Background: an optimization exercise with open tools, aiming at small area, a short achievable clock period and few clock cycles. Do not read the settings as production practice. RTL that was checked went through simulation tests only; none was proved equivalent to the original. Power figures rest on the tool's default switching activity, not on a simulated workload.

Setup of lane 4:
==> flow/design.v (excerpt) <==
module nmea_gga_sentence_parser (
	input wire logic clk,
	input wire logic arst_n,
	input wire logic char_valid,
	output logic char_stall,
	input wire logic [7:0] char_byte,
	input wire logic char_last,
	output logic res_valid,
	input wire logic res_stall,
	output logic [2:0] res_status,
	output logic [6:0] res_hours,
	output logic [6:0] res_mins,
	output logic [6:0] res_secs,
	output logic [31:0] res_lat_e7,
	output logic [7:0] res_lat_hemi,
	output logic [31:0] res_lon_e7,
	output logic [7:0] res_lon_hemi
);
For scale: ~1,400 cells after synthesis, ~230 flip-flops, about 120 I/O pins.
export LEC_CHECK = 0
export CAP_MARGIN = 20
export CORE_MARGIN = 2
export CORE_UTILIZATION = 40
export CTS_CLUSTER_DIAMETER = 100
export CTS_CLUSTER_SIZE = 30
export SLEW_MARGIN = 20
create_clock -name core_clock -period 11.0 [get_ports {clk}]
standard.sh (not shown) runs the stock make flow with config.mk's settings and CLKGATE_MAP_FILE= SYNTH_SCRIPT=/design/flow/synth_recipe.tcl, a recipe that flattens the netlist after the stock synthesis.
==> flow/flow/run.sh <==
#!/bin/bash
# The standard layout (the standard.sh: standard synthesis, floorplan, placement,
# CTS, routing) with two changes to how it is made: timing repair aims for more setup
# slack than the clock needs, and the port buffers are the small sky130 buffer.
set -e
bash standard.sh SETUP_SLACK_MARGIN=7 'BUFFER_PORTS_ARGS=-buffer_cell sky130_fd_sc_hd__buf_1' finish > standard.log 2>&1
#### Input delta (lane 1 over lane 4)
diff --git a/flow/design.v b/flow/design.v
--- a/flow/design.v
+++ b/flow/design.v
@@ -311,19 +311,12 @@
 	logic tm_q;
 	logic cm_q;
 	logic [1:0] cmk_q;
 	logic [1:0] hold_n;
 	logic busy_q;
 	logic tg_q;
-	logic k1_q;
-	logic k2_q;
-	logic k4_q;
-	logic s3_q;
-	logic s5_q;
-	logic e3_q;
-	logic e5_q;
 	logic lw_q;
 	logic lon_wait_n;
 	logic take_n;
 	logic done_n;
 	logic [2:0] tidx_x;
 	logic intok_x;
@@ -350,31 +343,31 @@
 	assign consume = iv_q & ~block;
 	assign char_stall = iv_q & block;
 	assign res_valid = done_q & rdy[0] & rdy[1];
 	assign take = res_valid & ~res_stall;
 	assign feed = fcoord & {2{consume}};
 	assign hi_n = !init_q && !(consume && il_q) &&
-		(tidx_q[2] || (consume && !icom_q && s3_q));
+		(tidx_q[2] || (consume && !icom_q && !intok_q && tidx_q == 3'd3));
 	always_comb begin
 		logic [7:0] c;
 		logic comma;
 		logic tstart;
 		logic ftime;
 		logic [6:0] pv;
 		logic [6:0] lim;
 		c = ib_q;
 		c_w = ib_q;
 		comma = icom_q;
 		tstart = !comma && !intok_q;
 		tidx_n = (tstart && tidx_q != 3'd7) ? tidx_q + 3'd1 : tidx_q;
-		ftime = !comma && k1_q && tlen_q < 3'd6;
-		fcoord[0] = !comma && k2_q;
-		fcoord[1] = !comma && k4_q;
+		ftime = !comma && (intok_q ? tidx_q == 3'd2 : tidx_q == 3'd1) && tlen_q < 3'd6;
+		fcoord[0] = !comma && (intok_q ? tidx_q == 3'd3 : tidx_q == 3'd2);
+		fcoord[1] = !comma && (intok_q ? tidx_q == 3'd5 : tidx_q == 3'd4);
 		block = (busy && (il_q || (!comma && tg_q))) || (!comma && idig_q && lw_q);
-		close[0] = consume && (il_q || (comma && e3_q));
-		close[1] = consume && (il_q || (comma && e5_q));
+		close[0] = consume && (il_q || (comma && tidx_q == 3'd3));
+		close[1] = consume && (il_q || (comma && tidx_q == 3'd5));
 		cnt_n = cnt_q;
 		long_n = long_q;
 		if (!long_q) begin
 			if (cnt_q == 8'd255) begin
 				long_n = 1'b1;
 			end else begin
@@ -389,14 +382,14 @@
 		intok_n = !comma;
 		for (int k = 0; k < 2; k++) begin
 			hnew_n[k] = hnew_q[k];
 			hseen_n[k] = hseen_q[k];
 			hemi_n[k] = hemi_q[k];
 		end
-		hnew_w[0] = !comma && s3_q;
-		hnew_w[1] = !comma && s5_q;
+		hnew_w[0] = tstart && tidx_q == 3'd3;
+		hnew_w[1] = tstart && tidx_q == 3'd5;
 		for (int k = 0; k < 2; k++) begin
 			if (hnew_w[k]) begin
 				hnew_n[k] = c;
 				hseen_n[k] = 1'b1;
 			end
 		end
@@ -463,19 +456,12 @@
 		intok_x = init_q ? 1'b0 : (consume ? intok_n : intok_q);
 		cm_x = (consume && il_q) ? cm_n : cm_q;
 	end
 	always_ff @(posedge clk) begin
 		busy_q <= done_n || take_n;
 		tg_q <= tidx_x[2] || tidx_x[1] || (tidx_x[0] && !intok_x);
-		k1_q <= intok_x ? tidx_x == 3'd2 : tidx_x == 3'd1;
-		k2_q <= intok_x ? tidx_x == 3'd3 : tidx_x == 3'd2;
-		k4_q <= intok_x ? tidx_x == 3'd5 : tidx_x == 3'd4;
-		s3_q <= !intok_x && tidx_x == 3'd3;
-		s5_q <= !intok_x && tidx_x == 3'd5;
-		e3_q <= tidx_x == 3'd3;
-		e5_q <= tidx_x == 3'd5;
 		lw_q <= lon_wait_n && tidx_x[2] && !tidx_x[1] && (tidx_x[0] == intok_x);
 		cmk_q <= {2{cm_x}} & hold_n;
 	end
 	always_ff @(posedge clk or negedge arst_n) begin
 		if (!arst_n) begin
 			iv_q <= 1'b0;
==> results.txt <==
Lane 4 → lane 1: total non-filler cell area in the finished layout saw a decrease; total length of routed met2 wires down 850 um; netlist area before placement down 170 um^2; power rose 0.000057 W. Taking lane 4 as the reference, in lane 1 via-per-instance ratio down about 0.9%; power share of the combinational group up 0.6 points; least setup slack across all paths after layout now larger; number of cells traversed by the worst register-to-register path went up 1. As of lane 1, final routed wirelength across all metal layers had fallen by a few percent compared to lane 4. Going from lane 4 to lane 1, overall die height shrank slightly. Total of endpoints with negative setup slack in the final report: lane 1 vs lane 4 identical. Lane 1 vs. lane 4: share of the synthesized area in compound gates (AO/OA/AOI/OAI) lower; number of logic stages on the critical path including buffering +1; cell count went down by 73.
Testbench counts of lane 1, summed over its fixed seeds: cycles 25,028.
Only the layout flow was run in lane 4; the RTL was not checked for function there.

[port drivers added, routing unchanged]
Ports are ideal in the flow. The routed layouts listed here were re-timed in OpenROAD. Step 1 assumes that a clkbuf_16 drives the clock port and a buf_2 every other input. Step 2 also shifts input and output timing later by t, the mid clock arrival at the registers, as if the neighbouring blocks saw the same clock. a / b / c = ideal / step 1 / step 2; a / b = the first two.
| run | t (ns) | setup WS [ns] | worst hold slack (ns) | latest minus earliest clock arrival (ns) | worst register clock-pin slew, ns |
|---|---|---|---|---|---|
| lane 4 | 0.520 | 6.968 / 6.948 / 6.968 | 0.448 / 0.448 / 0.448 | 0.051 / 0.051 | 0.12 / 0.12 |
| lane 1 | 0.520 | 7.072 / 7.053 / 7.072 | 0.456 / 0.456 / 0.456 | 0.057 / 0.057 | 0.12 / 0.12 |
After both steps setup and hold are still met in every run listed.
